This design comes from an exercise in tuning for a short achievable clock period and few clock cycles on the open sky130 flow, not from production work.
Only simulation tests tie the RTL to the original design; equivalence was not proved.

===== design/flow/config.mk =====
export PLATFORM = sky130hd
export DESIGN_NAME = sha256_message_digest_unit
export DESIGN_NICKNAME = sha256_message_digest_unit
export VERILOG_FILES = /design/flow/design.v
export SDC_FILE = /design/flow/constraint.sdc
export NUM_CORES = 4
export LEC_CHECK = 0
export CAP_MARGIN = 20
export CORE_MARGIN = 2
export CORE_UTILIZATION = 40
export SLEW_MARGIN = 20

===== design/flow/design.v =====
package sha_pkg;
    localparam int NCORE = 2;
    localparam logic [255:0] INIT_H = {32'h6a09e667, 32'hbb67ae85, 32'h3c6ef372, 32'ha54ff53a,
                                       32'h510e527f, 32'h9b05688c, 32'h1f83d9ab, 32'h5be0cd19};
    function automatic logic [31:0] round_k(input logic [5:0] i);
        case (i)
            6'd0: round_k = 32'h428a2f98;
            6'd1: round_k = 32'h71374491;
            6'd2: round_k = 32'hb5c0fbcf;
            6'd3: round_k = 32'he9b5dba5;
            6'd4: round_k = 32'h3956c25b;
            6'd5: round_k = 32'h59f111f1;
            6'd6: round_k = 32'h923f82a4;
            6'd7: round_k = 32'hab1c5ed5;
            6'd8: round_k = 32'hd807aa98;
            6'd9: round_k = 32'h12835b01;
            6'd10: round_k = 32'h243185be;
            6'd11: round_k = 32'h550c7dc3;
            6'd12: round_k = 32'h72be5d74;
            6'd13: round_k = 32'h80deb1fe;
            6'd14: round_k = 32'h9bdc06a7;
            6'd15: round_k = 32'hc19bf174;
            6'd16: round_k = 32'he49b69c1;
            6'd17: round_k = 32'hefbe4786;
            6'd18: round_k = 32'h0fc19dc6;
            6'd19: round_k = 32'h240ca1cc;
            6'd20: round_k = 32'h2de92c6f;
            6'd21: round_k = 32'h4a7484aa;
            6'd22: round_k = 32'h5cb0a9dc;
            6'd23: round_k = 32'h76f988da;
            6'd24: round_k = 32'h983e5152;
            6'd25: round_k = 32'ha831c66d;
            6'd26: round_k = 32'hb00327c8;
            6'd27: round_k = 32'hbf597fc7;
            6'd28: round_k = 32'hc6e00bf3;
            6'd29: round_k = 32'hd5a79147;
            6'd30: round_k = 32'h06ca6351;
            6'd31: round_k = 32'h14292967;
            6'd32: round_k = 32'h27b70a85;
            6'd33: round_k = 32'h2e1b2138;
            6'd34: round_k = 32'h4d2c6dfc;
            6'd35: round_k = 32'h53380d13;
            6'd36: round_k = 32'h650a7354;
            6'd37: round_k = 32'h766a0abb;
            6'd38: round_k = 32'h81c2c92e;
            6'd39: round_k = 32'h92722c85;
            6'd40: round_k = 32'ha2bfe8a1;
            6'd41: round_k = 32'ha81a664b;
            6'd42: round_k = 32'hc24b8b70;
            6'd43: round_k = 32'hc76c51a3;
            6'd44: round_k = 32'hd192e819;
            6'd45: round_k = 32'hd6990624;
            6'd46: round_k = 32'hf40e3585;
            6'd47: round_k = 32'h106aa070;
            6'd48: round_k = 32'h19a4c116;
            6'd49: round_k = 32'h1e376c08;
            6'd50: round_k = 32'h2748774c;
            6'd51: round_k = 32'h34b0bcb5;
            6'd52: round_k = 32'h391c0cb3;
            6'd53: round_k = 32'h4ed8aa4a;
            6'd54: round_k = 32'h5b9cca4f;
            6'd55: round_k = 32'h682e6ff3;
            6'd56: round_k = 32'h748f82ee;
            6'd57: round_k = 32'h78a5636f;
            6'd58: round_k = 32'h84c87814;
            6'd59: round_k = 32'h8cc70208;
            6'd60: round_k = 32'h90befffa;
            6'd61: round_k = 32'ha4506ceb;
            6'd62: round_k = 32'hbef9a3f7;
            6'd63: round_k = 32'hc67178f2;
        endcase
    endfunction
    function automatic logic [31:0] sig0(input logic [31:0] x);
        sig0 = {x[6:0], x[31:7]} ^ {x[17:0], x[31:18]} ^ {3'b000, x[31:3]};
    endfunction
    function automatic logic [31:0] sig1(input logic [31:0] x);
        sig1 = {x[16:0], x[31:17]} ^ {x[18:0], x[31:19]} ^ {10'b0, x[31:10]};
    endfunction
    function automatic logic [31:0] bsig0(input logic [31:0] x);
        bsig0 = {x[1:0], x[31:2]} ^ {x[12:0], x[31:13]} ^ {x[21:0], x[31:22]};
    endfunction
    function automatic logic [31:0] bsig1(input logic [31:0] x);
        bsig1 = {x[5:0], x[31:6]} ^ {x[10:0], x[31:11]} ^ {x[24:0], x[31:25]};
    endfunction
    function automatic logic [31:0] csa_s(input logic [31:0] x, input logic [31:0] y,
                                          input logic [31:0] z);
        csa_s = x ^ y ^ z;
    endfunction
    function automatic logic [31:0] csa_c(input logic [31:0] x, input logic [31:0] y,
                                          input logic [31:0] z);
        logic [31:0] m;
        m = (x & y) | (x & z) | (y & z);
        csa_c = {m[30:0], 1'b0};
    endfunction
endpackage
module sha_front #(
    parameter int NC = 2
) (
    input  logic          clk,
    input  logic          rst_n,
    input  logic          in_valid,
    input  logic [7:0]    in_data_byte,
    input  logic          in_has_byte,
    input  logic          in_last,
    output logic          in_ready,
    input  logic [NC-1:0] p_free,
    output logic [NC-1:0] ld,
    output logic [511:0]  ld_data,
    output logic          ld_final,
    output logic          ld_extra,
    output logic          ld_extra80,
    output logic [63:0]   ld_bitlen
);
    localparam int QD = 4;
    localparam int CW = (NC > 4) ? 3 : (NC > 2) ? 2 : 1;
    logic       cap_v, cap_hb, cap_last;
    logic [7:0] cap_d;
    logic [9:0] qmem [QD];
    logic [1:0] wptr, rptr;
    logic [2:0] qcnt;
    logic [511:0] sbuf;
    logic [5:0]   scnt;
    logic [60:0]  mlen;
    logic         sfull, sf_final, sf_extra, sf_extra80, sf_close;
    logic [CW-1:0] cur;
    always_ff @(posedge clk or negedge rst_n)
    begin
        if (!rst_n)
            cap_v <= 1'b0;
        else
            cap_v <= in_valid && in_ready;
    end
    always_ff @(posedge clk)
    begin
        cap_d    <= in_data_byte;
        cap_hb   <= in_has_byte;
        cap_last <= in_last;
    end
    logic       hd_hb, hd_last;
    logic [7:0] hd_d;
    assign {hd_hb, hd_last, hd_d} = qmem[rptr];
    logic pop, cur_free;
    assign cur_free = p_free[cur];
    assign pop      = (qcnt != 3'd0) && !sfull;
    logic [6:0]   k;
    logic [60:0]  mlen_n;
    logic [63:0]  bitlen_n;
    logic [511:0] snew;
    logic         complete, fin_fit, fin_extra;
    assign k        = {1'b0, scnt} + {6'd0, hd_hb};
    assign mlen_n   = mlen + {60'd0, hd_hb};
    assign bitlen_n = {mlen_n, 3'b000};
    assign complete = (hd_hb && scnt == 6'd63) || hd_last;
    assign fin_fit  = hd_last && (k <= 7'd55);
    assign fin_extra = hd_last && (k > 7'd55);
    always_comb
    begin
        for (int j = 0; j < 64; j++)
        begin
            if (hd_hb && scnt == 6'(j))
                snew[511 - 8 * j -: 8] = hd_d;
            else if (hd_last && k == 7'(j))
                snew[511 - 8 * j -: 8] = 8'h80;
            else if (hd_last && k < 7'(j))
            begin
                if (fin_fit && j >= 56)
                    snew[511 - 8 * j -: 8] = bitlen_n[63 - 8 * (j - 56) -: 8];
                else
                    snew[511 - 8 * j -: 8] = 8'h00;
            end
            else
                snew[511 - 8 * j -: 8] = sbuf[511 - 8 * j -: 8];
        end
    end
    logic xfer;
    assign xfer = cur_free && (sfull || (pop && complete));
    always_comb
    begin
        ld = '0;
        if (xfer)
            ld[cur] = 1'b1;
    end
    assign ld_data    = sfull ? sbuf : snew;
    assign ld_final   = sfull ? sf_final : fin_fit;
    assign ld_extra   = sfull ? sf_extra : fin_extra;
    assign ld_extra80 = sfull ? sf_extra80 : (k == 7'd64);
    assign ld_bitlen  = sfull ? {mlen, 3'b000} : bitlen_n;
    logic closing;
    assign closing = sfull ? sf_close : hd_last;
    always_ff @(posedge clk)
    begin
        if (pop)
            sbuf <= snew;
        if (cap_v)
            qmem[wptr] <= {cap_hb, cap_last, cap_d};
    end
    logic [2:0] qcnt_n;
    assign qcnt_n = qcnt + {2'd0, cap_v} - {2'd0, pop};
    always_ff @(posedge clk or negedge rst_n)
    begin
        if (!rst_n)
        begin
            wptr       <= '0;
            rptr       <= '0;
            qcnt       <= '0;
            in_ready   <= 1'b1;
            scnt       <= '0;
            mlen       <= '0;
            sfull      <= 1'b0;
            sf_final   <= 1'b0;
            sf_extra   <= 1'b0;
            sf_extra80 <= 1'b0;
            sf_close   <= 1'b0;
            cur        <= '0;
        end
        else
        begin
            if (cap_v)
                wptr <= wptr + 2'd1;
            if (pop)
                rptr <= rptr + 2'd1;
            qcnt     <= qcnt_n;
            in_ready <= ({1'b0, qcnt_n} + {3'd0, in_ready}) <= 4'(QD - 1);
            if (xfer)
            begin
                sfull <= 1'b0;
                scnt  <= '0;
                if (closing)
                begin
                    mlen <= '0;
                    cur  <= (cur == NC - 1) ? '0 : cur + 1'b1;
                end
                else
                    mlen <= sfull ? mlen : mlen_n;
            end
            else if (pop)
            begin
                mlen <= mlen_n;
                if (complete)
                begin
                    sfull      <= 1'b1;
                    sf_final   <= fin_fit;
                    sf_extra   <= fin_extra;
                    sf_extra80 <= (k == 7'd64);
                    sf_close   <= hd_last;
                end
                else
                    scnt <= scnt + {5'd0, hd_hb};
            end
        end
    end
endmodule
module sha_core (
    input  logic         clk,
    input  logic         rst_n,
    input  logic         ld,
    input  logic [511:0] ld_data,
    input  logic         ld_final,
    input  logic         ld_extra,
    input  logic         ld_extra80,
    input  logic [63:0]  ld_bitlen,
    output logic         p_free,
    output logic [255:0] dig,
    output logic         dig_valid,
    input  logic         dig_take
);
    localparam logic [1:0] C_IDLE  = 2'd0;
    localparam logic [1:0] C_ROUND = 2'd1;
    localparam logic [1:0] C_DONE  = 2'd2;
    logic [511:0] pbuf;
    logic         pfull, pfinal, pextra, pext80;
    logic [63:0]  plen;
    logic [1:0]   cstate;
    logic [5:0]   rnd;
    logic         blk_final;
    logic [31:0]  a, b, c, e, f, g;
    logic [31:0]  hh [8];
    logic [31:0]  w [16];
    logic [31:0]  kw, p, q;
    logic [255:0] dreg;
    logic         dvalid;
    assign p_free    = !pfull;
    assign dig       = dreg;
    assign dig_valid = dvalid;
    logic setup, last_rnd, pre_last;
    assign setup    = (cstate == C_IDLE) && pfull;
    assign last_rnd = (rnd == 6'd63);
    assign pre_last = (rnd == 6'd62);
    function automatic logic [31:0] pw(input logic [511:0] blk, input int i);
        pw = blk[511 - 32 * i -: 32];
    endfunction
    logic [31:0] s1, ch, s0, mj;
    logic [31:0] ex, ey, ax1, ay1, ax2, ay2, ax3, ay3;
    logic [31:0] a_n, e_n;
    assign s1 = sha_pkg::bsig1(e);
    assign ch = (e & f) ^ (~e & g);
    assign s0 = sha_pkg::bsig0(a);
    assign mj = (a & b) | (a & c) | (b & c);
    assign ex  = sha_pkg::csa_s(q, s1, ch);
    assign ey  = sha_pkg::csa_c(q, s1, ch);
    assign e_n = ex + ey;
    assign ax1 = sha_pkg::csa_s(p, s1, ch);
    assign ay1 = sha_pkg::csa_c(p, s1, ch);
    assign ax2 = sha_pkg::csa_s(ax1, ay1, s0);
    assign ay2 = sha_pkg::csa_c(ax1, ay1, s0);
    assign ax3 = sha_pkg::csa_s(ax2, ay2, mj);
    assign ay3 = sha_pkg::csa_c(ax2, ay2, mj);
    assign a_n = ax3 + ay3;
    logic [31:0] pa, qa, qx1, qy1, px, py, qx2, qy2;
    logic [31:0] p_n, q_n;
    assign pa  = pre_last ? hh[0] : 32'd0;
    assign qa  = pre_last ? hh[4] : 32'd0;
    assign px  = sha_pkg::csa_s(g, kw, pa);
    assign py  = sha_pkg::csa_c(g, kw, pa);
    assign p_n = px + py;
    assign qx1 = sha_pkg::csa_s(g, kw, c);
    assign qy1 = sha_pkg::csa_c(g, kw, c);
    assign qx2 = sha_pkg::csa_s(qx1, qy1, qa);
    assign qy2 = sha_pkg::csa_c(qx1, qy1, qa);
    assign q_n = qx2 + qy2;
    logic [31:0] wn, kw_n;
    logic [31:0] wx1, wy1, wx2, wy2, ws0, ws1;
    logic [5:0]  rnd2;
    assign rnd2 = rnd + 6'd2;
    assign ws0  = sha_pkg::sig0(w[1]);
    assign ws1  = sha_pkg::sig1(w[14]);
    assign wx1  = sha_pkg::csa_s(ws0, ws1, w[9]);
    assign wy1  = sha_pkg::csa_c(ws0, ws1, w[9]);
    assign wx2  = sha_pkg::csa_s(wx1, wy1, w[0]);
    assign wy2  = sha_pkg::csa_c(wx1, wy1, w[0]);
    assign wn   = wx2 + wy2;
    assign kw_n = sha_pkg::round_k(rnd2) + w[0];
    logic [31:0] m0, m1, m2, m9, m10, m14, m15;
    logic [31:0] w16, w17, p0, q0, kw1;
    assign m0  = pw(pbuf, 0);
    assign m1  = pw(pbuf, 1);
    assign m2  = pw(pbuf, 2);
    assign m9  = pw(pbuf, 9);
    assign m10 = pw(pbuf, 10);
    assign m14 = pw(pbuf, 14);
    assign m15 = pw(pbuf, 15);
    logic [31:0] s16, s17, x16, y16, x17, y17, u16, v16, u17, v17;
    logic [31:0] px0, py0, qx0, qy0;
    assign s16 = sha_pkg::sig1(m14);
    assign s17 = sha_pkg::sig1(m15);
    assign x16 = sha_pkg::csa_s(s16, m9, sha_pkg::sig0(m1));
    assign y16 = sha_pkg::csa_c(s16, m9, sha_pkg::sig0(m1));
    assign u16 = sha_pkg::csa_s(x16, y16, m0);
    assign v16 = sha_pkg::csa_c(x16, y16, m0);
    assign w16 = u16 + v16;
    assign x17 = sha_pkg::csa_s(s17, m10, sha_pkg::sig0(m2));
    assign y17 = sha_pkg::csa_c(s17, m10, sha_pkg::sig0(m2));
    assign u17 = sha_pkg::csa_s(x17, y17, m1);
    assign v17 = sha_pkg::csa_c(x17, y17, m1);
    assign w17 = u17 + v17;
    assign px0  = sha_pkg::csa_s(hh[7], 32'h428a2f98, m0);
    assign py0  = sha_pkg::csa_c(hh[7], 32'h428a2f98, m0);
    assign p0   = px0 + py0;
    assign qx0  = sha_pkg::csa_s(px0, py0, hh[3]);
    assign qy0  = sha_pkg::csa_c(px0, py0, hh[3]);
    assign q0   = qx0 + qy0;
    assign kw1 = 32'h71374491 + m1;
    always_ff @(posedge clk)
    begin
        if (setup)
        begin
            for (int i = 0; i < 14; i++)
                w[i] <= pw(pbuf, i + 2);
            w[14] <= w16;
            w[15] <= w17;
            p  <= p0;
            q  <= q0;
            kw <= kw1;
            a <= hh[0]; b <= hh[1]; c <= hh[2];
            e <= hh[4]; f <= hh[5]; g <= hh[6];
        end
        else
        begin
            for (int i = 0; i < 15; i++)
                w[i] <= w[i+1];
            w[15] <= wn;
            p  <= p_n;
            q  <= q_n;
            kw <= kw_n;
            a <= a_n; b <= a; c <= b;
            e <= e_n; f <= e; g <= f;
        end
    end
    always_ff @(posedge clk)
    begin
        if (ld)
            pbuf <= ld_data;
        else if (setup && pextra)
            pbuf <= {(pext80 ? 32'h80000000 : 32'h0), 416'd0, plen};
        if (ld)
            plen <= ld_bitlen;
    end
    always_ff @(posedge clk or negedge rst_n)
    begin
        if (!rst_n)
        begin
            pfull  <= 1'b0;
            pfinal <= 1'b0;
            pextra <= 1'b0;
            pext80 <= 1'b0;
        end
        else if (ld)
        begin
            pfull  <= 1'b1;
            pfinal <= ld_final;
            pextra <= ld_extra;
            pext80 <= ld_extra80;
        end
        else if (setup)
        begin
            if (pextra)
            begin
                pfinal <= 1'b1;
                pextra <= 1'b0;
            end
            else
                pfull <= 1'b0;
        end
    end
    always_ff @(posedge clk or negedge rst_n)
    begin
        if (!rst_n)
        begin
            cstate    <= C_IDLE;
            rnd       <= '0;
            blk_final <= 1'b0;
            for (int i = 0; i < 8; i++)
                hh[i] <= sha_pkg::INIT_H[255 - 32 * i -: 32];
        end
        else
        begin
            unique case (cstate)
                C_IDLE:
                begin
                    rnd <= '0;
                    if (pfull)
                    begin
                        cstate    <= C_ROUND;
                        blk_final <= pfinal;
                    end
                end
                C_ROUND:
                begin
                    rnd <= rnd + 6'd1;
                    if (last_rnd)
                    begin
                        hh[0] <= a_n;
                        hh[1] <= hh[1] + a;
                        hh[2] <= hh[2] + b;
                        hh[3] <= hh[3] + c;
                        hh[4] <= e_n;
                        hh[5] <= hh[5] + e;
                        hh[6] <= hh[6] + f;
                        hh[7] <= hh[7] + g;
                        cstate <= blk_final ? C_DONE : C_IDLE;
                    end
                end
                C_DONE:
                begin
                    if (!dvalid)
                    begin
                        for (int i = 0; i < 8; i++)
                            hh[i] <= sha_pkg::INIT_H[255 - 32 * i -: 32];
                        cstate <= C_IDLE;
                    end
                end
                default: cstate <= C_IDLE;
            endcase
        end
    end
    always_ff @(posedge clk)
    begin
        if (cstate == C_DONE && !dvalid)
            dreg <= {hh[0], hh[1], hh[2], hh[3], hh[4], hh[5], hh[6], hh[7]};
    end
    always_ff @(posedge clk or negedge rst_n)
    begin
        if (!rst_n)
            dvalid <= 1'b0;
        else if (cstate == C_DONE && !dvalid)
            dvalid <= 1'b1;
        else if (dig_take)
            dvalid <= 1'b0;
    end
endmodule
module sha256_message_digest_unit (
    input  logic        clk,
    input  logic        rst_n,
    input  logic        in_valid,
    input  logic [7:0]  in_data_byte,
    input  logic        in_has_byte,
    input  logic        in_last,
    output logic        in_ready,
    output logic        out_valid,
    input  logic        out_ready,
    output logic [63:0] digest_bits_255_192,
    output logic [63:0] digest_bits_191_128,
    output logic [63:0] digest_bits_127_64,
    output logic [63:0] digest_bits_63_0
);
    localparam int NC = sha_pkg::NCORE;
    localparam int CW = (NC > 4) ? 3 : (NC > 2) ? 2 : 1;
    logic [NC-1:0] p_free, ld, dig_valid, dig_take;
    logic [511:0]  ld_data;
    logic          ld_final, ld_extra, ld_extra80;
    logic [63:0]   ld_bitlen;
    logic [255:0]  dig [NC];
    sha_front #(.NC(NC)) u_front (
        .clk(clk), .rst_n(rst_n), .in_valid(in_valid), .in_data_byte(in_data_byte),
        .in_has_byte(in_has_byte), .in_last(in_last), .in_ready(in_ready),
        .p_free(p_free), .ld(ld), .ld_data(ld_data), .ld_final(ld_final), .ld_extra(ld_extra),
        .ld_extra80(ld_extra80), .ld_bitlen(ld_bitlen));
    for (genvar i = 0; i < NC; i++)
    begin : g_core
        sha_core u_core (
            .clk(clk), .rst_n(rst_n), .ld(ld[i]), .ld_data(ld_data), .ld_final(ld_final),
            .ld_extra(ld_extra), .ld_extra80(ld_extra80), .ld_bitlen(ld_bitlen),
            .p_free(p_free[i]), .dig(dig[i]), .dig_valid(dig_valid[i]), .dig_take(dig_take[i]));
    end
    logic [CW-1:0] turn;
    logic [255:0]          out_reg;
    logic                  fill;
    assign fill = !out_valid && dig_valid[turn];
    always_comb
    begin
        dig_take = '0;
        if (fill)
            dig_take[turn] = 1'b1;
    end
    always_ff @(posedge clk)
    begin
        if (fill)
            out_reg <= dig[turn];
    end
    always_ff @(posedge clk or negedge rst_n)
    begin
        if (!rst_n)
        begin
            out_valid <= 1'b0;
            turn      <= '0;
        end
        else if (fill)
        begin
            out_valid <= 1'b1;
            turn      <= (turn == NC - 1) ? '0 : turn + 1'b1;
        end
        else if (out_ready)
            out_valid <= 1'b0;
    end
    assign digest_bits_255_192 = out_reg[255:192];
    assign digest_bits_191_128 = out_reg[191:128];
    assign digest_bits_127_64  = out_reg[127:64];
    assign digest_bits_63_0    = out_reg[63:0];
endmodule

===== design/flow/run.sh =====
#!/bin/bash
# synth_recipe.tcl (not shown) runs the flow's synth.tcl, then flattens the netlist and writes it again
# the make line also repeats each setting of config.mk as NAME=value (left out here)
make -C /OpenROAD-flow-scripts/flow DESIGN_CONFIG=/design/flow/config.mk WORK_HOME=/design/flow/orfs CLKGATE_MAP_FILE= SYNTH_SCRIPT=/design/flow/synth_recipe.tcl finish

===== design/flow/constraint.sdc =====
create_clock -name core_clock -period 15.0 [get_ports {clk}]
set_input_delay 3.0000 -clock core_clock [delete_from_list [all_inputs] [get_ports {clk}]]
set_output_delay 3.0000 -clock core_clock [all_outputs]
set_load 0.01 [all_outputs]

==> results of run 1 <==
-- logic make-up after synthesis --
group | Yosys count | synth area share (%)
xor+xnor | 2008 | 6.85
flops | 4700 | 47.5
simple gates | 8743 | 14.1
compound gates | 4876 | 12.1
fa+ha+maj | 2047 | 12.5
buf+inv | 2596 | 3.81
mux | 756 | 3.20
-- cell usage in the layout, fill, tap and decap left out, types with 441 or more instances in the layout --
master     netlist  final
diode_2          0    681
a21o_1         441    441
o21ai_0       1268   1265
inv_1         1339   1339
xor2_1         607    603
edfxtp_1      2466   2466
nor2_1        1967   1944
ha_1          1100   1095
nand2_1       5245   5235
dfxtp_1       1610   1610
clkbuf_16        0    552
fa_1           887    887
xnor2_1       1399   1395
a21oi_1       1223   1219
-- worst min-delay path by stage --
stage	end	slack (ns)	startpoint	cells past startpoint
2_1_floorplan	g_core[0].u_core.w[14][0]$_DFF_P_	0.40	g_core[0].u_core.w[15][0]$_DFF_P_	2
6_report	g_core[0].u_core.w[5][7]$_DFF_P_	0.41	g_core[0].u_core.w[6][7]$_DFF_P_	2
5_1_grt	g_core[1].u_core.w[3][15]$_DFF_P_	0.43	g_core[1].u_core.w[4][15]$_DFF_P_	2
3_5_place_dp	g_core[1].u_core.w[5][16]$_DFF_P_	0.40	g_core[1].u_core.w[6][16]$_DFF_P_	2
4_1_cts	g_core[0].u_core.w[11][9]$_DFF_P_	0.42	g_core[0].u_core.w[12][9]$_DFF_P_	2
3_3_place_gp	g_core[1].u_core.w[4][18]$_DFF_P_	0.40	g_core[1].u_core.w[5][18]$_DFF_P_	2
-- cell type report --
cell class | count | area, sq um | area share (%)
Clock buffer | 757 | 15300 | 5.28
Tap cell | 8584 | 10700 | 3.72
Antenna cell | 681 | 1700 | 0.590
Multi-Input combinational cell | 18400 | 126000 | 43.5
Clock inverter | 240 | 2830 | 0.979
Sequential cell | 4700 | 122000 | 42.3
Inverter | 1348 | 5070 | 1.75
Timing Repair Buffer | 605 | 5450 | 1.89
-- worst max-delay path, cell delays in order (launching register included) --
cell and delay (ns):
dfrtp_1 0.32, buf_4 0.28, ha_1 0.28, inv_1 0.07, ha_2 0.71, buf_4 0.71, and2_1 0.51, o21ai_0 0.14
a311oi_1 0.40, a31oi_1 0.20, ha_1 0.40, a211oi_1 0.32, o21ai_0 0.17, a31oi_1 0.36, a211oi_1 0.17, o31ai_1 0.52
o21ai_0 0.33, a21oi_1 0.30, nor3_1 0.08, a2111oi_0 0.52, xnor2_1 0.19, a21oi_1 0.08
-- metrics by stage --
| step | std cells | cell area [sq um] | util (%) | worst slack [ns] |
|---|---|---|---|---|
| final | 35300 | 289000 | 45.1 | 7.80 |
| after floorplan | 25700 | 257000 | - | 0.593 |
| after global placement | 33700 | 269000 | 42.0 | 7.66 |
| after global routing | 35300 | 289000 | 45.1 | 7.20 |
| after detailed placement | 33700 | 269000 | 42.0 | 7.77 |
| after CTS | 34700 | 287000 | 44.8 | 7.83 |
-- layer usage --
metal / part of all wire, % / vias to the layer above
met5: 0.029 / -
met4: 10 / 50
met3: 8.4 / 2473
met2: 43 / 10300
met1: 38 / 100000
li1: - / 88600
==> impl_results.md, run 1 <==
- Status: timing/DRC/antenna clean
- Peak fanout along the critical path: between 60 and 70
- Crit. End Element: flip-flop
- Gate Count Post-Synth: ~26k
- R2R Path End: g_core[0].u_core.kw[31]$_DFF_P_
- Number of global-route vias before repair: approximately 190k
- Clock latency (worst-skew pair): roughly 1.2 ns
- Sink Count: approximately 4.7k
- RSZ-0062 raised after global routing: false
- Crit path DAT: roughly 8 ns
- Total Nets Final: 27.6k
- Antenna violations before repair: about 210
- Final Hold Slack: around 0.41 ns
- GRT met3 Usage: under 10%
- CTS buffer count: about 540
- Met2 usage: 52.6%
- Final hold vios: 0
- Post-DR wirelength/cell: roughly 33 microns
- Die area: about 650,000 sq um
- Number of I/O port buffers: roughly 270
- Largest net degree at the start of global routing: 178
- Synth Register Bits: around 4.7k
- Layout cells sized above 1: 7.78%
- Sequential share of the synthesized area: 47.5%
- Routed wire length: 1,180,000 microns
- Yosys cell types: 105
- Slew of the pin with the lowest slew margin: roughly 1.4 ns
- GRT Util Overall: between 30% and 40%
- Largest regs: g_core.u_core.pbuf x1024, g_core.u_core.w x1024
- Synth area leaders: edfxtp_1, dfxtp_1, nand2_1, fa_1, ha_1
- Via Count: approximately 200k
- Most used routing layer in global routing: met2
- Core Area: approximately 640,000 sq um
- Starting Density: around two fifths
- CP required: 15.98 ns
- Die W: approximately 810 microns
- FF-to-FF path depth: 21
- Mapped Nets: roughly 28k
- Post-detail-place hpwl: between 900,000 and 1,000,000 microns
- DRT antenna net count: 0
- Root Driver: clkbuf_16
- Synth top area share: approximately 29%
- Synthesis-to-finish area growth: 12.4%
- Ratio of final minimum period to clock period: about 48%
- Post-Synthesis Cell Area: between 200,000 and 300,000 sq um
- Most common cell in the netlist: nand2_1
- Critical Path End: g_core[0].u_core.kw[31]$_DFF_P_
- DRC: 0
- Minimum clock period after layout: 7.20 ns
- CTS tree: yes
- Post-synth EDFFs: approximately 2.5k
- Mean Syn Cell Area: 10.0 sq um
- Vias per cell: approximately 5.7
- Synth cell count leaders: nand2_1, edfxtp_1, nor2_1, dfxtp_1, xnor2_1
- Top_reg_cell synth: edfxtp_1
- Global Route met1 Usage: ~44%
- Max Cap Viol: 0
- Reg clk slew, reported paths: 0.06 ns
- # setup viols final: 0
- Setup TNS Final: 0 ns
- CTS Buffer Depth: 4
- Slew Limit Fails: 0
- Post-CTS Hold Buffers: 0
- Fraction of registers with async set/reset: a little over an eighth
- Top achievable clock speed: 0.139 GHz
- Setup crit start: g_core[0].u_core.rnd[2]$_DFFE_PN0P_
- First-pass GRT wire length: ~1,600,000 microns
- Worst R2R Start: g_core[0].u_core.rnd[2]$_DFFE_PN0P_
- Fill cell count: roughly 61k
- # resized after CTS: 0
- Crit start category: flip-flop
- Die Ht: about 800 microns
- Worst Hold Class: reg2reg
- R2R setup slack: about 7.8 ns
- Worst slew margin: 7.67%
- Critical path class: reg2reg
- Drt pass-1 iters: 7
- Row cnt: roughly 300
- I/O pin cnt: 272
- DRT iter0 DRCs: roughly 25k
- # H-tree levels: 6
- Placer congestion estimate: between 1 and 1.5
- Setup Skew: 0.0798 ns
- Overall overflow remaining after global route: 0
- Setup bufs post-CTS: 0
- Post-synth top area cell: edfxtp_1
- Yosys warnings: between 60 and 70
Testbench counts, summed over its fixed seeds: cycles 33,394.
==> run 2: changes to the inputs <==
--- a/design/flow/config.mk
+++ b/design/flow/config.mk
@@ -6,4 +6,5 @@
 export NUM_CORES = 4
 export LEC_CHECK = 0
+export ABC_CLOCK_PERIOD_IN_PS = 3000
 export CAP_MARGIN = 20
 export CORE_MARGIN = 2
==> run 2 against run 1 <==
  * Synthesized cell count unchanged
  * Highest routed layer unchanged
  * Register-to-register slack hardly changed
  * Final area unchanged
  * Wire length stayed put
  * Setup slack is the same
  * Count of clock-buffer cells in the layout is the same
  * Area after synthesis unchanged
==> impl_results.md, run 2 <==
- Yosys cell types: 105 (unchanged)
- Synth area leaders: edfxtp_1, dfxtp_1, nand2_1, fa_1, ha_1
- Worst slew margin: 7.67% (unchanged)
- Slew of the pin with the lowest slew margin: 1.38 ns (unchanged)
- Ratio of final minimum period to clock period: 48.0% (unchanged)
- CTS tree: yes
- Largest regs: g_core.u_core.pbuf x1024, g_core.u_core.w x1024
- Crit. End Element: flip-flop
- Worst hold endpoint: g_core[0].u_core.w[5][7]$_DFF_P_
- Fin cells: 35.3k (unchanged)
- CTS buffer count: 536 (unchanged)
- Routed wire length: 1,180,000 microns (unchanged)
- Max Cap Viol: 0 (unchanged)
- Gate Count Post-Synth: 25.7k (unchanged)
- Top_reg_cell synth: edfxtp_1
- Vias per cell: 5.70 (unchanged)
- Commonest non-fill, non-tap cell in the layout: nand2_1
- R2R Path End: g_core[0].u_core.kw[31]$_DFF_P_
- Die Ht: 806 microns (unchanged)
- Synth top area share: 28.8% (unchanged)
- CTS Buffer Depth: 4 (unchanged)
- Final Util: 45.1% (unchanged)
- Number of I/O port buffers: 271 (unchanged)
- Sink Count: 4,700 (unchanged)
- Top achievable clock speed: 0.139 GHz (unchanged)
- Setup bufs post-CTS: 0 (unchanged)
- # H-tree levels: 6 (unchanged)
- Number of global-route vias before repair: 189k (unchanged)
- Total Nets Final: 27.6k (unchanged)
- Layout cells sized above 1: 7.78% (unchanged)
- R2R setup slack: 7.80 ns (about the same)
- Most frequent cells in the layout: nand2_1, edfxtp_1, nor2_1, dfxtp_1, xnor2_1
- Crit start category: flip-flop
- Worst R2R Start: g_core[0].u_core.rnd[2]$_DFFE_PN0P_
- Mapped Nets: 27.7k (unchanged)
- Post-synth top area cell: edfxtp_1
- Row cnt: 294 (unchanged)
- Crit path DAT: 8.18 ns (about the same)
- I/O pin cnt: 272 (unchanged)
- Largest net degree at the start of global routing: 178 (unchanged)
- Reg clk slew, reported paths: 0.06 ns (about the same)
- Slew Limit Fails: 0 (unchanged)
- Synth cell count leaders: nand2_1, edfxtp_1, nor2_1, dfxtp_1, xnor2_1
- Starting Density: 40.1% (unchanged)
- Overall overflow remaining after global route: 0 (unchanged)
- Synth Register Bits: 4,700 (unchanged)
- Die W: 806 microns (unchanged)
- Drt pass-1 iters: 7 (unchanged)
- # setup viols final: 0 (unchanged)
- Hold Startpoint: g_core[0].u_core.w[6][7]$_DFF_P_
- DRT antenna net count: 0 (unchanged)
- First-pass GRT wire length: 1,580,000 microns (unchanged)
- Sequential share of the synthesized area: 47.5% (unchanged)
- Worst hold stages: 2 (unchanged)
- Placer congestion estimate: 1.07 (unchanged)
- Synthesis-to-finish area growth: 12.4% (unchanged)
- Antenna violations before repair: 205 (unchanged)
- Placed cells: 33.7k (unchanged)
- Worst Hold Class: reg2reg
- Critical path class: reg2reg
- Most common cell in the netlist: nand2_1
- Setup TNS Final: 0 ns (unchanged)
- Core Area: 641,000 sq um (unchanged)
- Post-DR wirelength/cell: 33.3 microns (unchanged)
- Final hold vios: 0 (unchanged)
- Post-synth EDFFs: 2,466 (unchanged)
- Post-Synthesis Cell Area: 257,000 sq um (unchanged)
- GRT Util Overall: 35.2% (unchanged)
- # resized after CTS: 0 (unchanged)
- RSZ-0062 raised after global routing: false
- Dpl cell area: 269,000 sq um (unchanged)
- Via Count: 202k (unchanged)
- Mean Syn Cell Area: 10.0 sq um (unchanged)
- Final instance area: 289,000 sq um (unchanged)
- Status: timing/DRC/antenna clean
- DRT iter0 DRCs: 24.9k (unchanged)
- DRC: 0 (unchanged)
- Setup Skew: 0.0798 ns (unchanged)
- Post-detail-place hpwl: 912,000 microns (unchanged)
- Peak fanout along the critical path: 66 (unchanged)
- CP required: 15.98 ns (about the same)
- Post-CTS Hold Buffers: 0 (unchanged)
- Root Driver: clkbuf_16
- Yosys warnings: 62 (unchanged)
- FF-to-FF path depth: 21 (unchanged)
- Clock latency (worst-skew pair): 1.16 ns (about the same)
- Die area: 649,000 sq um (unchanged)
- Minimum clock period after layout: 7.20 ns (unchanged)
- Fraction of registers with async set/reset: 13.3% (unchanged)
- Fill cell count: 61.3k (unchanged)
-- run 2: cell counts after synthesis --
Identical to the previous run, type by type.
-- run 2: routing by layer --
| layer | vias up | routed length, microns | GRT usage (%) |
|---|---|---|---|
| met2 | 10300 | 509000 | 52.6 |
| met3 | 2473 | 99300 | 6.76 |
| met4 | 50 | 120000 | 29.7 |
| met5 | - | 347 | 0 |
| met1 | 100000 | 450000 | 44.0 |
| li1 | 88600 | - | - |
-- run 2: cell families (layout without fill, tap and decap cells) --
| family | count (synthesis) | in the layout | share of synthesized area (%) |
|---|---|---|---|
| AND/OR/NAND/NOR | 8743 | 8743 | 14.1 |
| AO/OA/AOI/OAI | 4876 | 4876 | 12.1 |
| flip-flops | 4700 | 4700 | 47.5 |
| buffers and inverters | 2596 | 2950 | 3.81 |
| adder cells (fa/ha/maj) | 2047 | 2047 | 12.5 |
| XOR/XNOR | 2008 | 2008 | 6.85 |
| multiplexers | 756 | 756 | 3.20 |
| other | 0 | 681 | 0 |
-- run 2: worst max-delay path by stage --
stage                                              from                              end  slack (ns)  cells past startpoint
finish              g_core[0].u_core.rnd[2]$_DFFE_PN0P_  g_core[0].u_core.kw[31]$_DFF_P_        7.80                     21
global placement    g_core[0].u_core.rnd[2]$_DFFE_PN0P_  g_core[0].u_core.kw[31]$_DFF_P_        7.66                     21
CTS                 g_core[0].u_core.rnd[2]$_DFFE_PN0P_  g_core[0].u_core.kw[31]$_DFF_P_        7.83                     21
global route        g_core[0].u_core.rnd[2]$_DFFE_PN0P_  g_core[0].u_core.kw[31]$_DFF_P_        7.20                     21
detailed placement  g_core[0].u_core.rnd[2]$_DFFE_PN0P_  g_core[0].u_core.kw[31]$_DFF_P_        7.77                     21
floorplan                              turn$_DFFE_PN0P_             out_reg[0]$_DFFE_PP_        0.59                      5
-- run 2: through the flow --
step / worst slack, ns / hold slack, ns
3_5_place_dp: 7.77 / 0.404
2_1_floorplan: 0.593 / 0.399
6_report: 7.80 / 0.405
5_1_grt: 7.20 / 0.430
4_1_cts: 7.83 / 0.416
3_3_place_gp: 7.66 / 0.404
-- run 2: worst max-delay path, cell delays in order (launching register included) --
cell and delay, ns:
dfrtp_1 0.32, buf_4 0.28, ha_1 0.28, inv_1 0.07, ha_2 0.71, buf_4 0.71, and2_1 0.51, o21ai_0 0.14
a311oi_1 0.40, a31oi_1 0.20, ha_1 0.40, a211oi_1 0.32, o21ai_0 0.17, a31oi_1 0.36, a211oi_1 0.17, o31ai_1 0.52
o21ai_0 0.33, a21oi_1 0.30, nor3_1 0.08, a2111oi_0 0.52, xnor2_1 0.19, a21oi_1 0.08
-- run 2: layout make-up --
type / instances / area, sq um / share of cell area [%]
Multi-Input combinational cell: 18400 / 126000 / 43.5
Sequential cell: 4700 / 122000 / 42.3
Clock buffer: 757 / 15300 / 5.28
Tap cell: 8584 / 10700 / 3.72
Timing Repair Buffer: 605 / 5450 / 1.89
Inverter: 1348 / 5070 / 1.75
Clock inverter: 240 / 2830 / 0.979
Antenna cell: 681 / 1700 / 0.590
==> run 3: changes to the inputs <==
--- a/design/flow/design.v
+++ b/design/flow/design.v
@@ -122,5 +122,4 @@
     logic [5:0]   scnt;
     logic [60:0]  mlen;
-    logic         sfull, sf_final, sf_extra, sf_extra80, sf_close;
     logic [CW-1:0] cur;
     always_ff @(posedge clk or negedge rst_n)
@@ -140,7 +139,10 @@
     logic [7:0] hd_d;
     assign {hd_hb, hd_last, hd_d} = qmem[rptr];
-    logic pop, cur_free;
-    assign cur_free = p_free[cur];
-    assign pop      = (qcnt != 3'd0) && !sfull;
+    logic brdy, b_final, b_extra, b_extra80;
+    logic [63:0] b_bitlen;
+    logic [CW-1:0] bcur;
+    logic pop, xfer;
+    assign xfer = brdy && p_free[bcur];
+    assign pop  = (qcnt != 3'd0) && (!brdy || p_free[bcur]);
     logic [6:0]   k;
     logic [60:0]  mlen_n;
@@ -173,19 +175,15 @@
         end
     end
-    logic xfer;
-    assign xfer = cur_free && (sfull || (pop && complete));
     always_comb
     begin
         ld = '0;
         if (xfer)
-            ld[cur] = 1'b1;
+            ld[bcur] = 1'b1;
     end
-    assign ld_data    = sfull ? sbuf : snew;
-    assign ld_final   = sfull ? sf_final : fin_fit;
-    assign ld_extra   = sfull ? sf_extra : fin_extra;
-    assign ld_extra80 = sfull ? sf_extra80 : (k == 7'd64);
-    assign ld_bitlen  = sfull ? {mlen, 3'b000} : bitlen_n;
-    logic closing;
-    assign closing = sfull ? sf_close : hd_last;
+    assign ld_data    = sbuf;
+    assign ld_final   = b_final;
+    assign ld_extra   = b_extra;
+    assign ld_extra80 = b_extra80;
+    assign ld_bitlen  = b_bitlen;
     always_ff @(posedge clk)
     begin
@@ -194,4 +192,12 @@
         if (cap_v)
             qmem[wptr] <= {cap_hb, cap_last, cap_d};
+        if (pop && complete)
+        begin
+            b_final   <= fin_fit;
+            b_extra   <= fin_extra;
+            b_extra80 <= (k == 7'd64);
+            b_bitlen  <= bitlen_n;
+            bcur      <= cur;
+        end
     end
     logic [2:0] qcnt_n;
@@ -201,16 +207,12 @@
         if (!rst_n)
         begin
-            wptr       <= '0;
-            rptr       <= '0;
-            qcnt       <= '0;
-            in_ready   <= 1'b1;
-            scnt       <= '0;
-            mlen       <= '0;
-            sfull      <= 1'b0;
-            sf_final   <= 1'b0;
-            sf_extra   <= 1'b0;
-            sf_extra80 <= 1'b0;
-            sf_close   <= 1'b0;
-            cur        <= '0;
+            wptr     <= '0;
+            rptr     <= '0;
+            qcnt     <= '0;
+            in_ready <= 1'b1;
+            scnt     <= '0;
+            mlen     <= '0;
+            brdy     <= 1'b0;
+            cur      <= '0;
         end
         else
@@ -222,29 +224,21 @@
             qcnt     <= qcnt_n;
             in_ready <= ({1'b0, qcnt_n} + {3'd0, in_ready}) <= 4'(QD - 1);
-            if (xfer)
+            if (pop && complete)
+                brdy <= 1'b1;
+            else if (xfer)
+                brdy <= 1'b0;
+            if (pop)
             begin
-                sfull <= 1'b0;
-                scnt  <= '0;
-                if (closing)
+                if (hd_last)
                 begin
                     mlen <= '0;
+                    scnt <= '0;
                     cur  <= (cur == NC - 1) ? '0 : cur + 1'b1;
                 end
                 else
-                    mlen <= sfull ? mlen : mlen_n;
-            end
-            else if (pop)
-            begin
-                mlen <= mlen_n;
-                if (complete)
                 begin
-                    sfull      <= 1'b1;
-                    sf_final   <= fin_fit;
-                    sf_extra   <= fin_extra;
-                    sf_extra80 <= (k == 7'd64);
-                    sf_close   <= hd_last;
-                end
-                else
+                    mlen <= mlen_n;
                     scnt <= scnt + {5'd0, hd_hb};
+                end
             end
         end
@@ -277,5 +271,8 @@
     logic [31:0]  hh [8];
     logic [31:0]  w [16];
-    logic [31:0]  kw, p, q;
+    logic [31:0]  kwp, kwq, p, q;
+    logic         f61;
+    logic [31:0]  kreg;
+    logic [5:0]   rk;
     logic [255:0] dreg;
     logic         dvalid;
@@ -283,8 +280,7 @@
     assign dig       = dreg;
     assign dig_valid = dvalid;
-    logic setup, last_rnd, pre_last;
+    logic setup, last_rnd;
     assign setup    = (cstate == C_IDLE) && pfull;
     assign last_rnd = (rnd == 6'd63);
-    assign pre_last = (rnd == 6'd62);
     function automatic logic [31:0] pw(input logic [511:0] blk, input int i);
         pw = blk[511 - 32 * i -: 32];
@@ -307,20 +303,12 @@
     assign ay3 = sha_pkg::csa_c(ax2, ay2, mj);
     assign a_n = ax3 + ay3;
-    logic [31:0] pa, qa, qx1, qy1, px, py, qx2, qy2;
+    logic [31:0] qx1, qy1;
     logic [31:0] p_n, q_n;
-    assign pa  = pre_last ? hh[0] : 32'd0;
-    assign qa  = pre_last ? hh[4] : 32'd0;
-    assign px  = sha_pkg::csa_s(g, kw, pa);
-    assign py  = sha_pkg::csa_c(g, kw, pa);
-    assign p_n = px + py;
-    assign qx1 = sha_pkg::csa_s(g, kw, c);
-    assign qy1 = sha_pkg::csa_c(g, kw, c);
-    assign qx2 = sha_pkg::csa_s(qx1, qy1, qa);
-    assign qy2 = sha_pkg::csa_c(qx1, qy1, qa);
-    assign q_n = qx2 + qy2;
-    logic [31:0] wn, kw_n;
+    assign p_n = g + kwp;
+    assign qx1 = sha_pkg::csa_s(g, kwq, c);
+    assign qy1 = sha_pkg::csa_c(g, kwq, c);
+    assign q_n = qx1 + qy1;
+    logic [31:0] wn, kwp_n, kwq_n, ha, hb, kx1, ky1, kx2, ky2;
     logic [31:0] wx1, wy1, wx2, wy2, ws0, ws1;
-    logic [5:0]  rnd2;
-    assign rnd2 = rnd + 6'd2;
     assign ws0  = sha_pkg::sig0(w[1]);
     assign ws1  = sha_pkg::sig1(w[14]);
@@ -330,5 +318,12 @@
     assign wy2  = sha_pkg::csa_c(wx1, wy1, w[0]);
     assign wn   = wx2 + wy2;
-    assign kw_n = sha_pkg::round_k(rnd2) + w[0];
+    assign ha    = f61 ? hh[0] : 32'd0;
+    assign hb    = f61 ? hh[4] : 32'd0;
+    assign kx1   = sha_pkg::csa_s(kreg, w[0], ha);
+    assign ky1   = sha_pkg::csa_c(kreg, w[0], ha);
+    assign kwp_n = kx1 + ky1;
+    assign kx2   = sha_pkg::csa_s(kreg, w[0], hb);
+    assign ky2   = sha_pkg::csa_c(kreg, w[0], hb);
+    assign kwq_n = kx2 + ky2;
     logic [31:0] m0, m1, m2, m9, m10, m14, m15;
     logic [31:0] w16, w17, p0, q0, kw1;
@@ -371,5 +366,9 @@
             p  <= p0;
             q  <= q0;
-            kw <= kw1;
+            kwp <= kw1;
+            kwq <= kw1;
+            f61 <= 1'b0;
+            kreg <= 32'hb5c0fbcf;
+            rk <= 6'd3;
             a <= hh[0]; b <= hh[1]; c <= hh[2];
             e <= hh[4]; f <= hh[5]; g <= hh[6];
@@ -382,5 +381,9 @@
             p  <= p_n;
             q  <= q_n;
-            kw <= kw_n;
+            kwp <= kwp_n;
+            kwq <= kwq_n;
+            f61 <= (rnd == 6'd60);
+            kreg <= sha_pkg::round_k(rk);
+            rk <= rk + 6'd1;
             a <= a_n; b <= a; c <= b;
             e <= e_n; f <= e; g <= f;
==> design/flow/flow/run.sh (new file) <==
#!/bin/bash
# standard ORFS layout (the standard.sh: standard synthesis, floorplan, place, cts, route,
# finish) with repair_timing asked to leave 11 ns of setup slack at the 15 ns clock, so that
# the resizer keeps working on the paths the achieved period depends on
set -euo pipefail
bash standard.sh SETUP_SLACK_MARGIN=11 finish > make_finish.log 2>&1
==> design/flow/standard.sh (new file) <==
#!/bin/bash
# synth_recipe.tcl (not shown) runs the flow's synth.tcl, then flattens the netlist and writes it again
# the make line also repeats each setting of config.mk as NAME=value (left out here)
make -C /OpenROAD-flow-scripts/flow DESIGN_CONFIG=/design/flow/config.mk WORK_HOME=/design/flow/orfs CLKGATE_MAP_FILE= SYNTH_SCRIPT=/design/flow/synth_recipe.tcl "${@:-finish}"
--- a/design/flow/config.mk
+++ b/design/flow/config.mk
@@ -6,5 +6,4 @@
 export NUM_CORES = 4
 export LEC_CHECK = 0
-export ABC_CLOCK_PERIOD_IN_PS = 3000
 export CAP_MARGIN = 20
 export CORE_MARGIN = 2
removed: design/flow/run.sh
==> run 3 against run 2 <==
  * Critical path depth decreased by 20
  * Core utilization rose by 2.6 points
  * Flip-flop and latch count grew 203
  * Final area rose by 6.4%
  * Global-route usage grew 0.32 points
  * Sequential share of layout area decreased by 0.87 points
  * Count of clock-buffer cells in the layout rose by 19
  * Final cell count grew 0.94%
  * Hold slack got worse by 0.013 ns
  * Via count increased by 0.65%
  * Non-clock buffer count increased by 732
==> impl_results.md, run 3 <==
- Root Driver: clkbuf_16
- Setup Skew: 0.0859 ns (+0.00615 ns)
- CP max stage cell: edfxtp_1
- Top_reg_cell synth: edfxtp_1
- Worst path bufs/invs: 1 (-2)
- First-pass GRT wire length: 1,610,000 microns (+1.6%)
- Vias per cell: 5.69 (-0.29%)
- RSZ-0062 raised after global routing: true
- Post-Synthesis Cell Area: 259,000 sq um (+0.65%)
- Most frequent cells in the layout: nand2_1, edfxtp_1, dfxtp_1, nor2_1, xnor2_1
- Status: timing/DRC/antenna clean
- Synth Register Bits: 4,903 (+4.3%)
- Number of I/O port buffers: 271 (unchanged)
- Critical path cell sequence: buf_2
- Dpl cell area: 271,000 sq um (+0.78%)
- Most common cell in the netlist: nand2_1
- Final Util: 47.7% (+2.6 points)
- Synth cell count leaders: nand2_1, edfxtp_1, dfxtp_1, xnor2_1, nor2_1
- R2R setup slack: 10.05 ns (+2.25 ns)
- Critical path class: reg2out
- Synthesis-to-finish area growth: 18.8%
- Worst R2R Start: g_core[1].u_core.e[18]$_DFF_P_
- Hold Startpoint: g_core[0].u_core.w[8][17]$_DFF_P_
- Die area: 654,000 sq um (+0.65%)
- Row cnt: 295 (+0.34%)
- Top achievable clock speed: 0.199 GHz (+43%)
- CP top delay family: flip-flops
- Die Ht: 808 microns (+0.32%)
- Crit path DAT: 2.03 ns (-6.15 ns)
- Antenna violations before repair: 210 (+2.4%)
- Mapped Nets: 27.4k (-1.3%)
- DRC: 0 (unchanged)
- Slew Limit Fails: 0 (unchanged)
- # setup viols final: 0 (unchanged)
- Max Cap Viol: 0 (unchanged)
- Worst hold stages: 2 (unchanged)
- Post-synth top area cell: edfxtp_1
- Synth area leaders: edfxtp_1, dfxtp_1, nand2_1, fa_1, ha_1
- CTS tree: yes
- Worst slew margin: 19.9% (+12 points)
- Crit start category: flip-flop
- Mean Syn Cell Area: 10.2 sq um (+2.4%)
- Sequential share of the synthesized area: 49.0% (+1.5 points)
- Core Area: 645,000 sq um (+0.69%)
- Final instance area: 308,000 sq um (+6.4%)
- Synth top area share: 29.4% (+0.57 points)
- CP required: 12.00 ns (-3.98 ns)
- Fraction of registers with async set/reset: 12.6% (-0.63 points)
- Final hold vios: 0 (unchanged)
- Crit. End Element: output port
- Gate Count Post-Synth: 25.3k (-1.7%)
- Routed wire length: 1,210,000 microns (+2.5%)
- CTS Buffer Depth: 4 (unchanged)
- Largest regs: g_core.u_core.pbuf x1024, g_core.u_core.w x1024
- Yosys cell types: 119 (+13%)
- Worst hold endpoint: g_core[0].u_core.w[7][17]$_DFF_P_
- Reg clk slew, reported paths: 0.06 ns (about the same)
- Post-CTS Hold Buffers: 0 (unchanged)
- Setup TNS Final: 0 ns (unchanged)
- Number of global-route vias before repair: 192k (+1.3%)
- R2R Path End: g_core[1].u_core.a[30]$_DFF_P_
- CTS buffer count: 559 (+4.3%)
- Peak fanout along the critical path: 1 (-98%)
- Starting Density: 40.1% (about the same)
- Post-DR wirelength/cell: 33.8 microns (+1.5%)
- GRT Util Overall: 35.5% (+0.32 points)
- DRT iter0 DRCs: 24.1k (-3.4%)
- Die W: 808 microns (+0.32%)
- Clock latency (worst-skew pair): 1.13 ns (-0.03 ns)
- FF-to-FF path depth: 16 (-24%)
- Commonest non-fill, non-tap cell in the layout: nand2_1
- Post-synth EDFFs: 2,531 (+2.6%)
- Minimum clock period after layout: 5.03 ns (-2.17 ns)
- Worst Hold Class: reg2reg
- Slew of the pin with the lowest slew margin: 1.20 ns (-0.184 ns)
- Sink Count: 4,903 (+4.3%)
- Drt pass-1 iters: 6 (-1)
- DRT antenna net count: 0 (unchanged)
- Largest net degree at the start of global routing: 179 (+0.56%)
- I/O pin cnt: 272 (unchanged)
- Layout cells sized above 1: 16.5% (+8.8 points)
- Via Count: 203k (+0.65%)
- # H-tree levels: 6 (unchanged)
- Yosys warnings: 62 (unchanged)
- Total Nets Final: 28.1k (+1.7%)
- Overall overflow remaining after global route: 0 (unchanged)
- Ratio of final minimum period to clock period: 33.6% (-14 points)
- Placer congestion estimate: 1.03 (-3.0%)
- Post-detail-place hpwl: 912,000 microns (about the same)
- Slowest stage delay, CP: 0.68 ns (-0.03 ns)
run 3: worst register-to-register path, delay by kind of cell (launching register included):
family          cells  cell delay [ns]
compound gates      7             1.48
xor+xnor            1             0.20
fa+ha+maj           4             1.71
buf+inv             2             0.12
flops               1             0.67
mux                 1             0.30
simple gates        1             0.32
run 3: layout make-up:
class / count / area (sq um)
tap: 8613 / 10800
clock buffer: 776 / 15600
multi-input combinational: 18100 / 133000
inverter: 1092 / 4140
fill: 60100 / 338000
antenna: 561 / 1400
sequential: 4903 / 127000
clock inverter: 262 / 3010
timing repair buffer: 1337 / 11800
run 3: how the worst max path moves through the flow:
stage | slack [ns] | to | from | depth (start not counted)
2_1_floorplan | 9.46 | out_reg[0]$_DFFE_PP_ | turn$_DFFE_PN0P_ | 4
3_3_place_gp | 9.06 | g_core[0].u_core.hh[0][31]$_DFFE_PN0P_ | g_core[0].u_core.e[26]$_DFF_P_ | 20
4_1_cts | 9.97 | digest_bits_63_0[26] | out_reg[26]$_DFFE_PP_ | 1
5_1_grt | 9.94 | g_core[0].u_core.hh[0][31]$_DFFE_PN0P_ | g_core[0].u_core.e[12]$_DFF_P_ | 22
6_report | 9.97 | digest_bits_63_0[23] | out_reg[23]$_DFFE_PP_ | 1
3_5_place_dp | 9.08 | g_core[0].u_core.hh[0][31]$_DFFE_PN0P_ | g_core[0].u_core.e[26]$_DFF_P_ | 20
run 3: metrics by stage:
stage	setup WS, ns	hold slack, ns	instances
after CTS	9.97	0.382	34900
after floorplan	9.46	0.392	25300
after global routing	9.94	0.416	35600
after detailed placement	9.08	0.403	33300
after global placement	9.06	0.402	33300
final	9.97	0.393	35700
run 3: routing by layer:
metal / GRT usage (%) / up-vias / wire length [microns]
met4: 28.9 / 50 / 118000
li1: - / 88900 / -
met2: 53.8 / 10300 / 530000
met5: 0 / - / 323
met3: 5.66 / 2497 / 94700
met1: 45.0 / 101000 / 464000
run 3: kinds of logic (layout without fill, tap and decap cells):
group	after synthesis	count (layout)	share of synthesized area (%)
AND/OR/NAND/NOR	9154	9163	15.5
XOR/XNOR	1949	1949	6.60
buffers and inverters	2266	3467	3.30
AO/OA/AOI/OAI	4472	4472	10.9
flip-flops	4903	4903	49.0
multiplexers	428	428	1.83
adder cells (fa/ha/maj)	2123	2123	12.8
other	0	561	0
run 3: what timing repair did:
item	in CTS	in global routing
cloned	17	5
pin swaps	537	554
resized for setup	2500	798
endpoints found under the setup margin	2942	1820
buffers inserted	551	233
Testbench counts of run 3, summed over its fixed seeds: cycles 33,402.
==> run 4: changes to the inputs <==
--- a/design/flow/design.v
+++ b/design/flow/design.v
@@ -1,4 +1,4 @@
 package sha_pkg;
-    localparam int NCORE = 2;
+    localparam int NCORE = 3;
     localparam logic [255:0] INIT_H = {32'h6a09e667, 32'hbb67ae85, 32'h3c6ef372, 32'ha54ff53a,
                                        32'h510e527f, 32'h9b05688c, 32'h1f83d9ab, 32'h5be0cd19};
@@ -93,4 +93,17 @@
         csa_c = {m[30:0], 1'b0};
     endfunction
+    function automatic logic [31:0] add32(input logic [31:0] x, input logic [31:0] y);
+        logic [31:0] g, p;
+        g = x & y;
+        p = x ^ y;
+        for (int l = 0; l < 5; l++)
+            for (int i = 0; i < 32; i++)
+                if (((i >> l) & 1) == 1)
+                begin
+                    g[i] = g[i] | (p[i] & g[((i >> l) << l) - 1]);
+                    p[i] = p[i] & p[((i >> l) << l) - 1];
+                end
+        add32 = x ^ y ^ {g[30:0], 1'b0};
+    endfunction
 endpackage
 module sha_front #(
@@ -275,9 +288,7 @@
     logic [31:0]  kreg;
     logic [5:0]   rk;
-    logic [255:0] dreg;
-    logic         dvalid;
     assign p_free    = !pfull;
-    assign dig       = dreg;
-    assign dig_valid = dvalid;
+    assign dig       = {hh[0], hh[1], hh[2], hh[3], hh[4], hh[5], hh[6], hh[7]};
+    assign dig_valid = (cstate == C_DONE);
     logic setup, last_rnd;
     assign setup    = (cstate == C_IDLE) && pfull;
@@ -295,18 +306,18 @@
     assign ex  = sha_pkg::csa_s(q, s1, ch);
     assign ey  = sha_pkg::csa_c(q, s1, ch);
-    assign e_n = ex + ey;
-    assign ax1 = sha_pkg::csa_s(p, s1, ch);
-    assign ay1 = sha_pkg::csa_c(p, s1, ch);
-    assign ax2 = sha_pkg::csa_s(ax1, ay1, s0);
-    assign ay2 = sha_pkg::csa_c(ax1, ay1, s0);
-    assign ax3 = sha_pkg::csa_s(ax2, ay2, mj);
-    assign ay3 = sha_pkg::csa_c(ax2, ay2, mj);
-    assign a_n = ax3 + ay3;
+    assign e_n = sha_pkg::add32(ex, ey);
+    assign ax1 = sha_pkg::csa_s(p, ch, mj);
+    assign ay1 = sha_pkg::csa_c(p, ch, mj);
+    assign ax2 = sha_pkg::csa_s(ax1, ay1, s1);
+    assign ay2 = sha_pkg::csa_c(ax1, ay1, s1);
+    assign ax3 = sha_pkg::csa_s(ax2, ay2, s0);
+    assign ay3 = sha_pkg::csa_c(ax2, ay2, s0);
+    assign a_n = sha_pkg::add32(ax3, ay3);
     logic [31:0] qx1, qy1;
     logic [31:0] p_n, q_n;
-    assign p_n = g + kwp;
+    assign p_n = sha_pkg::add32(g, kwp);
     assign qx1 = sha_pkg::csa_s(g, kwq, c);
     assign qy1 = sha_pkg::csa_c(g, kwq, c);
-    assign q_n = qx1 + qy1;
+    assign q_n = sha_pkg::add32(qx1, qy1);
     logic [31:0] wn, kwp_n, kwq_n, ha, hb, kx1, ky1, kx2, ky2;
     logic [31:0] wx1, wy1, wx2, wy2, ws0, ws1;
@@ -317,13 +328,13 @@
     assign wx2  = sha_pkg::csa_s(wx1, wy1, w[0]);
     assign wy2  = sha_pkg::csa_c(wx1, wy1, w[0]);
-    assign wn   = wx2 + wy2;
+    assign wn   = sha_pkg::add32(wx2, wy2);
     assign ha    = f61 ? hh[0] : 32'd0;
     assign hb    = f61 ? hh[4] : 32'd0;
     assign kx1   = sha_pkg::csa_s(kreg, w[0], ha);
     assign ky1   = sha_pkg::csa_c(kreg, w[0], ha);
-    assign kwp_n = kx1 + ky1;
+    assign kwp_n = sha_pkg::add32(kx1, ky1);
     assign kx2   = sha_pkg::csa_s(kreg, w[0], hb);
     assign ky2   = sha_pkg::csa_c(kreg, w[0], hb);
-    assign kwq_n = kx2 + ky2;
+    assign kwq_n = sha_pkg::add32(kx2, ky2);
     logic [31:0] m0, m1, m2, m9, m10, m14, m15;
     logic [31:0] w16, w17, p0, q0, kw1;
@@ -343,16 +354,16 @@
     assign u16 = sha_pkg::csa_s(x16, y16, m0);
     assign v16 = sha_pkg::csa_c(x16, y16, m0);
-    assign w16 = u16 + v16;
+    assign w16 = sha_pkg::add32(u16, v16);
     assign x17 = sha_pkg::csa_s(s17, m10, sha_pkg::sig0(m2));
     assign y17 = sha_pkg::csa_c(s17, m10, sha_pkg::sig0(m2));
     assign u17 = sha_pkg::csa_s(x17, y17, m1);
     assign v17 = sha_pkg::csa_c(x17, y17, m1);
-    assign w17 = u17 + v17;
+    assign w17 = sha_pkg::add32(u17, v17);
     assign px0  = sha_pkg::csa_s(hh[7], 32'h428a2f98, m0);
     assign py0  = sha_pkg::csa_c(hh[7], 32'h428a2f98, m0);
-    assign p0   = px0 + py0;
+    assign p0   = sha_pkg::add32(px0, py0);
     assign qx0  = sha_pkg::csa_s(px0, py0, hh[3]);
     assign qy0  = sha_pkg::csa_c(px0, py0, hh[3]);
-    assign q0   = qx0 + qy0;
+    assign q0   = sha_pkg::add32(qx0, qy0);
     assign kw1 = 32'h71374491 + m1;
     always_ff @(posedge clk)
@@ -454,11 +465,11 @@
                     begin
                         hh[0] <= a_n;
-                        hh[1] <= hh[1] + a;
-                        hh[2] <= hh[2] + b;
-                        hh[3] <= hh[3] + c;
+                        hh[1] <= sha_pkg::add32(hh[1], a);
+                        hh[2] <= sha_pkg::add32(hh[2], b);
+                        hh[3] <= sha_pkg::add32(hh[3], c);
                         hh[4] <= e_n;
-                        hh[5] <= hh[5] + e;
-                        hh[6] <= hh[6] + f;
-                        hh[7] <= hh[7] + g;
+                        hh[5] <= sha_pkg::add32(hh[5], e);
+                        hh[6] <= sha_pkg::add32(hh[6], f);
+                        hh[7] <= sha_pkg::add32(hh[7], g);
                         cstate <= blk_final ? C_DONE : C_IDLE;
                     end
@@ -466,5 +477,5 @@
                 C_DONE:
                 begin
-                    if (!dvalid)
+                    if (dig_take)
                     begin
                         for (int i = 0; i < 8; i++)
@@ -477,18 +488,4 @@
         end
     end
-    always_ff @(posedge clk)
-    begin
-        if (cstate == C_DONE && !dvalid)
-            dreg <= {hh[0], hh[1], hh[2], hh[3], hh[4], hh[5], hh[6], hh[7]};
-    end
-    always_ff @(posedge clk or negedge rst_n)
-    begin
-        if (!rst_n)
-            dvalid <= 1'b0;
-        else if (cstate == C_DONE && !dvalid)
-            dvalid <= 1'b1;
-        else if (dig_take)
-            dvalid <= 1'b0;
-    end
 endmodule
 module sha256_message_digest_unit (
@@ -536,9 +533,4 @@
             dig_take[turn] = 1'b1;
     end
-    always_ff @(posedge clk)
-    begin
-        if (fill)
-            out_reg <= dig[turn];
-    end
     always_ff @(posedge clk or negedge rst_n)
     begin
@@ -547,7 +539,9 @@
             out_valid <= 1'b0;
             turn      <= '0;
+            out_reg   <= '0;
         end
         else if (fill)
         begin
+            out_reg   <= dig[turn];
             out_valid <= 1'b1;
             turn      <= (turn == NC - 1) ? '0 : turn + 1'b1;
--- a/design/flow/config.mk
+++ b/design/flow/config.mk
@@ -8,4 +8,5 @@
 export CAP_MARGIN = 20
 export CORE_MARGIN = 2
-export CORE_UTILIZATION = 40
+export CORE_UTILIZATION = 60
+export PLACE_DENSITY = 0.7
 export SLEW_MARGIN = 20
==> run 4 against run 3 <==
  * The run now fails in global routing (5_1_grt)
  * Synthesized cell count grew 33%
  * Area after synthesis grew 28%
==> impl_results.md, run 4 <==
- Largest net degree at the start of global routing: around 210
- Gate Count Post-Synth: 33.7k (+33%)
- Synth area leaders: edfxtp_1, dfxtp_1, fa_1, nand2_1, ha_1
- Starting Density: 60.1% (+20 points)
- Yosys warnings: 62 (unchanged)
- Error message: [ERROR GRT-0116] Global routing finished with congestion. Check the congestion regions in the DRC Viewer.
- Most common cell in the netlist: nand2_1
- Number of global-route vias before repair: 274k
- Number of I/O port buffers: 271 (unchanged)
- Post-detail-place hpwl: 1,230,000 microns (+35%)
- Synth Register Bits: 6,105 (+25%)
- Overall overflow remaining after global route: 1
- Post-synth EDFFs: 2,337 (-7.7%)
- CTS Buffer Depth: 4 (unchanged)
- Post-synth top area cell: edfxtp_1
- Synth cell count leaders: nand2_1, dfxtp_1, edfxtp_1, xnor2_1, o21ai_0
- Dpl cell area: 342,000 sq um (+26%)
- Sink Count: 6,105 (+25%)
- Mapped Nets: 37.0k (+35%)
- Status: aborted with a tool error
- Yosys cell types: 104 (-13%)
- Synth top area share: 21.2% (-8.2 points)
- CTS buffer count: 639 (+14%)
- Stopping stage: global routing (5_1_grt)
- GRT Util Overall: approximately 61%
- Die Ht: 748 microns (-7.5%)
- Top_reg_cell synth: dfxtp_1
- Mean Syn Cell Area: 9.83 sq um (-3.9%)
- First-pass GRT wire length: 2,320,000 microns
- Sequential share of the synthesized area: 45.8% (-3.3 points)
- Die W: 748 microns (-7.5%)
- Placer congestion estimate: 1.18 (+14%)
- Post-CTS Hold Buffers: 0 (unchanged)
- I/O pin cnt: 272 (unchanged)
- Root Driver: clkbuf_16
- # H-tree levels: 6 (unchanged)
- Row cnt: 273 (-7.5%)
- Post-Synthesis Cell Area: 332,000 sq um (+28%)
- Fraction of registers with async set/reset: 18.8% (+6.1 points)
## run 4: changes by cell type after synthesis, sizes merged, moves of 305 or more
| cell | previous run | this run |
|---|---|---|
| a22oi | 21 | 326 |
| and2 | 634 | 1626 |
| and3 | 568 | 91 |
| clkbuf | 1091 | 1596 |
| dfrtp | 347 | 736 |
| dfxtp | 1752 | 2623 |
| fa | 891 | 1510 |
| ha | 1172 | 1721 |
| inv | 1089 | 1472 |
| nand2 | 5361 | 8053 |
| o21ai | 1247 | 1770 |
| xnor2 | 1369 | 1917 |
## run 4: worst max path at each step
| stage | startpoint | endpoint | slack (ns) | cells past startpoint |
|---|---|---|---|---|
| after CTS | g_core[0].u_core.g[2]$_DFF_P_ | g_core[0].u_core.a[30]$_DFF_P_ | 9.58 | 21 |
| after detailed placement | rst_n | g_core[0].u_core.hh[0][28]$_DFFE_PN0P_ | 8.85 | 4 |
| after global placement | rst_n | g_core[0].u_core.hh[0][26]$_DFFE_PN0P_ | 8.91 | 4 |
| after floorplan | g_core[0].u_core.e[2]$_DFF_P_ | g_core[0].u_core.a[30]$_DFF_P_ | 9.94 | 21 |
## run 4: cell families after synthesis
kind of cell	count (synthesis)	share of synthesized area, %
adders and majority gates	3234	15.6
buffers and inverters	3172	3.59
AOI/OAI and AO/OA	5575	10.6
DFF	6105	45.8
muxes	187	0.620
xor gates and xnor gates	2753	7.27
and+or+nand+nor	12700	16.6
## run 4: timing repair
action,CTS
endpoints found under the hold margin,0
pin swaps,752
cloned,17
setup buffers,865
resized for setup,3151
setup endpoints to repair,4382
## run 4: stage by stage
step	instances	setup slack, ns
3_5_place_dp	39900	8.85
4_1_cts	42000	9.58
2_1_floorplan	33700	9.94
3_3_place_gp	39900	8.91
## run 4: metal layers
metal,overflow,GRT usage (%)
met1,0,67.4
met2,0,80.2
met3,0,31.1
met4,1,64.0
met5,0,3.60
Testbench counts of run 4, summed over its fixed seeds: cycles 32,777.

-- what the ideal ports hide --
No port has a modelled driver above. Below, the same layouts with a new extraction and two added sets of constraints. Step 1 assumes that a clkbuf_16 drives the clock port and a buf_2 every other input. Step 2 also shifts input and output timing later by t, the mid clock arrival at the registers, as if the neighbouring blocks saw the same clock. Three values: ideal, step 1, step 2; two values: the first two.
run	shift t [ns]	setup slack, ns	worst setup path at the end	slew at the worst register clock pin (ns)	pins driven straight from the clock port
run 1	1.258	7.795 / 7.795 / 7.795	register to register	0.07 / 0.07	1
run 2	1.258	7.795 / 7.795 / 7.795	register to register	0.07 / 0.07	1
run 3	1.231	9.967 / 9.828 / 9.956	input, reset recovery	0.07 / 0.07	1
After both steps setup and hold are still met in every run listed. For run 3, which loses most, drivers alone change the setup slack by -0.139 ns; drivers and shift together by -0.011 ns. The worst setup slack also covers recovery checks on asynchronous resets.
